What follows belongs to an exercise in optimizing a design on an open flow for small area and a short achievable clock period; a production flow would make more cautious choices.

==> job 753 <==
==> flow/design.v <==
`timescale 1ns/1ps
module counter_table_top (
    input  logic        clock,
    input  logic        rst_n,
    input  logic        upd_valid,
    input  logic [7:0]  upd_key,
    input  logic [7:0]  upd_incr,
    input  logic        query_valid,
    input  logic [5:0]  query_entry,
    output logic        init_done,
    output logic        resp_valid,
    output logic [31:0] resp_data
);
    logic [511:0] tbl [4];
    logic clr;
    always_ff @(posedge clock) begin
        clr       <= !rst_n;
        init_done <= rst_n;
    end
    logic       a_v;
    logic [7:0] a_key, a_inc;
    logic [7:0] a_rq [4];
    logic       a_s1, a_s2;              
    logic [3:0] a_sq;                    
    logic       b_v;
    logic [7:0] b_key, b_nv;
    logic [7:0] c_nv;
    logic       h1, h2;
    assign h1 = a_v && (upd_key == a_key);    
    assign h2 = b_v && (upd_key == b_key);    
    always_ff @(posedge clock) begin
        if (!rst_n) begin
            a_v <= 1'b0;
        end else begin
            a_v <= upd_valid && !clr;
        end
        a_s1  <= h1;
        a_s2  <= !h1 && h2;
        for (int g = 0; g < 4; g++) begin
            a_sq[g] <= !h1 && !h2 && (upd_key[7:6] == g[1:0]);
        end
        a_key <= upd_key;
        a_inc <= upd_incr;
        for (int g = 0; g < 4; g++) begin
            a_rq[g] <= tbl[g][upd_key[5:0]*8 +: 8];
        end
    end
    logic [7:0] a_nv;
    always_comb begin
        a_nv = ({8{a_s1}} & (b_nv + a_inc))
             | ({8{a_s2}} & (c_nv + a_inc));
        for (int g = 0; g < 4; g++) begin
            a_nv = a_nv | ({8{a_sq[g]}} & (a_rq[g] + a_inc));    
        end
    end
    logic [7:0] b_ehi;    
    logic [7:0] b_elo;    
    logic [3:0] b_ln;     
    logic [7:0] b_wd [4];    
    always_ff @(posedge clock) begin
        if (!rst_n) begin
            b_v  <= 1'b0;
            b_ln <= '0;
            for (int g = 0; g < 4; g++) begin
                b_wd[g] <= '0;
            end
        end else begin
            b_v  <= a_v;
            for (int l = 0; l < 4; l++) begin
                b_ln[l] <= a_v && (a_key[1:0] == l[1:0]);
            end
            for (int g = 0; g < 4; g++) begin
                b_wd[g] <= (a_key[7:6] == g[1:0]) ? a_nv : 8'h00;
            end
        end
        for (int i = 0; i < 8; i++) begin
            b_ehi[i] <= (a_key[7:5] == i[2:0]);
            b_elo[i] <= (a_key[4:2] == i[2:0]);
        end
        b_key <= a_key;
        b_nv  <= a_nv;
        c_nv  <= b_nv;
    end
    logic [63:0] wr_entry;
    logic [3:0]  wr_lane;
    always_comb begin
        for (int e = 0; e < 64; e++) begin
            wr_entry[e] = clr || (b_ehi[e / 8] && b_elo[e % 8]);
        end
        for (int l = 0; l < 4; l++) begin
            wr_lane[l] = clr || b_ln[l];
        end
    end
    always_ff @(posedge clock) begin
        for (int c = 0; c < 256; c++) begin
            if (wr_entry[c / 4] && wr_lane[c % 4]) begin
                tbl[c / 64][(c % 64)*8 +: 8] <= b_wd[c / 64];
            end
        end
    end
    logic        q_v;
    logic [63:0] q_oh;           
    logic [3:0]  q_o1;           
    logic [31:0] q_tbl;
    logic [31:0] q_sel;
    logic        f1;
    assign f1 = a_v && (a_key[7:2] == query_entry);    
    always_ff @(posedge clock) begin
        if (!rst_n) begin
            q_v <= 1'b0;
            resp_valid <= 1'b0;
        end else begin
            q_v <= query_valid && !clr;
            resp_valid <= q_v;
        end
        for (int e = 0; e < 64; e++) begin
            q_oh[e] <= (query_entry == e[5:0]);
        end
        for (int l = 0; l < 4; l++) begin
            q_o1[l] <= f1 && (a_key[1:0] == l[1:0]);
        end
    end
    always_comb begin
        q_tbl = '0;
        for (int e = 0; e < 64; e++) begin
            q_tbl = q_tbl | ({32{q_oh[e]}} & tbl[e / 16][(e % 16)*32 +: 32]);
        end
        for (int l = 0; l < 4; l++) begin
            q_sel[l*8 +: 8] = q_o1[l] ? b_nv : q_tbl[l*8 +: 8];    
        end
    end
    always_ff @(posedge clock) begin
        resp_data <= q_sel;
    end
endmodule
==> flow/run.sh <==
#!/bin/bash
# synth_recipe.tcl (not shown) runs the flow's synth.tcl, then flattens the netlist and writes it again
# the make line also repeats each setting of config.mk as NAME=value (left out here)
make -C /OpenROAD-flow-scripts/flow DESIGN_CONFIG=/design/flow/config.mk WORK_HOME=/design/flow/orfs CLKGATE_MAP_FILE= SYNTH_SCRIPT=/design/flow/synth_recipe.tcl finish
==> flow/config.mk <==
export PLATFORM = sky130hd
export DESIGN_NAME = counter_table_top
export DESIGN_NICKNAME = counter_table_top
export VERILOG_FILES = /design/flow/design.v
export SDC_FILE = /design/flow/constraint.sdc
export NUM_CORES = 4
export LEC_CHECK = 0
export ABC_CLOCK_PERIOD_IN_PS = 2200
export CAP_MARGIN = 20
export CORE_MARGIN = 2
export CORE_UTILIZATION = 60
export CTS_CLUSTER_DIAMETER = 60
export CTS_CLUSTER_SIZE = 30
export SETUP_SLACK_MARGIN = 2.25
export SLEW_MARGIN = 20
==> flow/constraint.sdc <==
create_clock -name core_clock -period 4.5 [get_ports {clock}]
set_input_delay 0.9000 -clock core_clock [delete_from_list [all_inputs] [get_ports {clock}]]
set_output_delay 0.9000 -clock core_clock [all_outputs]
set_load 0.01 [all_outputs]
==> job 8845 (differences from job 753) <==
--- a/flow/design.v
+++ b/flow/design.v
@@ -101,8 +101,12 @@
     logic        q_v;
-    logic [63:0] q_oh;           
-    logic [3:0]  q_o1;           
+    logic [3:0]  q_g;            
+    logic [31:0] q_d [4];
+    logic [3:0]  q_o1, q_o2;     
+    logic [3:0]  q_o0;           
+    logic [7:0]  q_f2d;
     logic [31:0] q_tbl;
     logic [31:0] q_sel;
-    logic        f1;
+    logic        f1, f2;
     assign f1 = a_v && (a_key[7:2] == query_entry);    
+    assign f2 = b_v && (b_key[7:2] == query_entry);    
     always_ff @(posedge clock) begin
@@ -115,4 +119,5 @@
         end
-        for (int e = 0; e < 64; e++) begin
-            q_oh[e] <= (query_entry == e[5:0]);
+        for (int g = 0; g < 4; g++) begin
+            q_g[g] <= (query_entry[5:4] == g[1:0]);
+            q_d[g] <= tbl[g][query_entry[3:0]*32 +: 32];
         end
@@ -120,3 +125,6 @@
             q_o1[l] <= f1 && (a_key[1:0] == l[1:0]);
+            q_o2[l] <= !(f1 && (a_key[1:0] == l[1:0])) && f2 && (b_key[1:0] == l[1:0]);
+            q_o0[l] <= !(f1 && (a_key[1:0] == l[1:0])) && !(f2 && (b_key[1:0] == l[1:0]));
         end
+        q_f2d <= b_nv;
     end
@@ -124,7 +132,9 @@
         q_tbl = '0;
-        for (int e = 0; e < 64; e++) begin
-            q_tbl = q_tbl | ({32{q_oh[e]}} & tbl[e / 16][(e % 16)*32 +: 32]);
+        for (int g = 0; g < 4; g++) begin
+            q_tbl = q_tbl | ({32{q_g[g]}} & q_d[g]);
         end
         for (int l = 0; l < 4; l++) begin
-            q_sel[l*8 +: 8] = q_o1[l] ? b_nv : q_tbl[l*8 +: 8];    
+            q_sel[l*8 +: 8] = ({8{q_o1[l]}} & b_nv)       
+                            | ({8{q_o2[l]}} & q_f2d)       
+                            | ({8{q_o0[l]}} & q_tbl[l*8 +: 8]);
         end
CTS_CLUSTER_DIAMETER = 70   (was 60)
CTS_CLUSTER_SIZE = 38   (was 30)
==> flow_summary.ini <==
[synthesis]
synth_area_sq_mm = 0.09877
netlist_instances = 5675
synthXorXnorAreaFrac_pct = 0.4345
yosys_register_bits = 2284
synth-simple-area-share_pct = 3.613
synth_mux_area_share_pct = 14.58
synth_top_area_share_pct = 62.26

[global_routing]
met1_usage_pct = 86.01
grt-ovfl-total = 13

[outcome]
lastStage = global routing
tool.error = [ERROR GRT-0232] Routing congestion too high. Check the congestion heatmap in the GUI.
outcome = did not finish

[place]
dp_cells = 7734
globalplace.congestion = 1.346
dp_slack_ps = 460.8
hpwl_mm = 483.8

[floorplanning]
rows = 148
-- figures above: job 753

==> flow_summary.ini <==
[synthesis]
synth_top_area_share_pct = 58.34
netlist_instances = 5069
synth_mux_area_share_pct = 27.28
synthXorXnorAreaFrac_pct = 0.4404

[hold_path]
min_path_type = register to register

[outcome]
outcome = complete, no violations

[global_routing]
met1_usage_pct = 55.95
grt-ovfl-total = 0

[place]
hpwl_mm = 236.0
globalplace.congestion = 0.9628
dp_slack_ps = 631.8

[power]
seqPwrFrac_pct = 54.8

[clock_network]
root_buffer = clkbuf_16

[floorplanning]
rows = 153

[setup_path]
endpoint = b_wd[2][6]$_SDFF_PN0_

[final_layout]
nonClockInverterCount = 47
-- figures above: job 8845

No run of this note included a check of the RTL's function; only the layout flow was run.

[re-timing with driven ports]
No port has a modelled driver above. Below, the same layout with a new extraction and two added sets of constraints.
Step 1 sets driving cells, clkbuf_16 on the clock port and buf_2 on the other inputs (assumed; they add their load-dependent delay and slew).
Step 2 also shifts input and output timing later by t, the mid clock arrival at the registers, as if the neighbouring blocks saw the same clock.
Three values: ideal ports, drivers, drivers and shift; two values: the first two.
run: job 8845
t, ns: 0.907
slack for setup (ns): 2.001 / 2.001 / 1.142
pins driven straight from the clock port: 1
After both steps job 8845 still meets setup and hold. The setup slack of job 8845 moves by 0.000 ns with the drivers and by -0.859 ns with both steps.
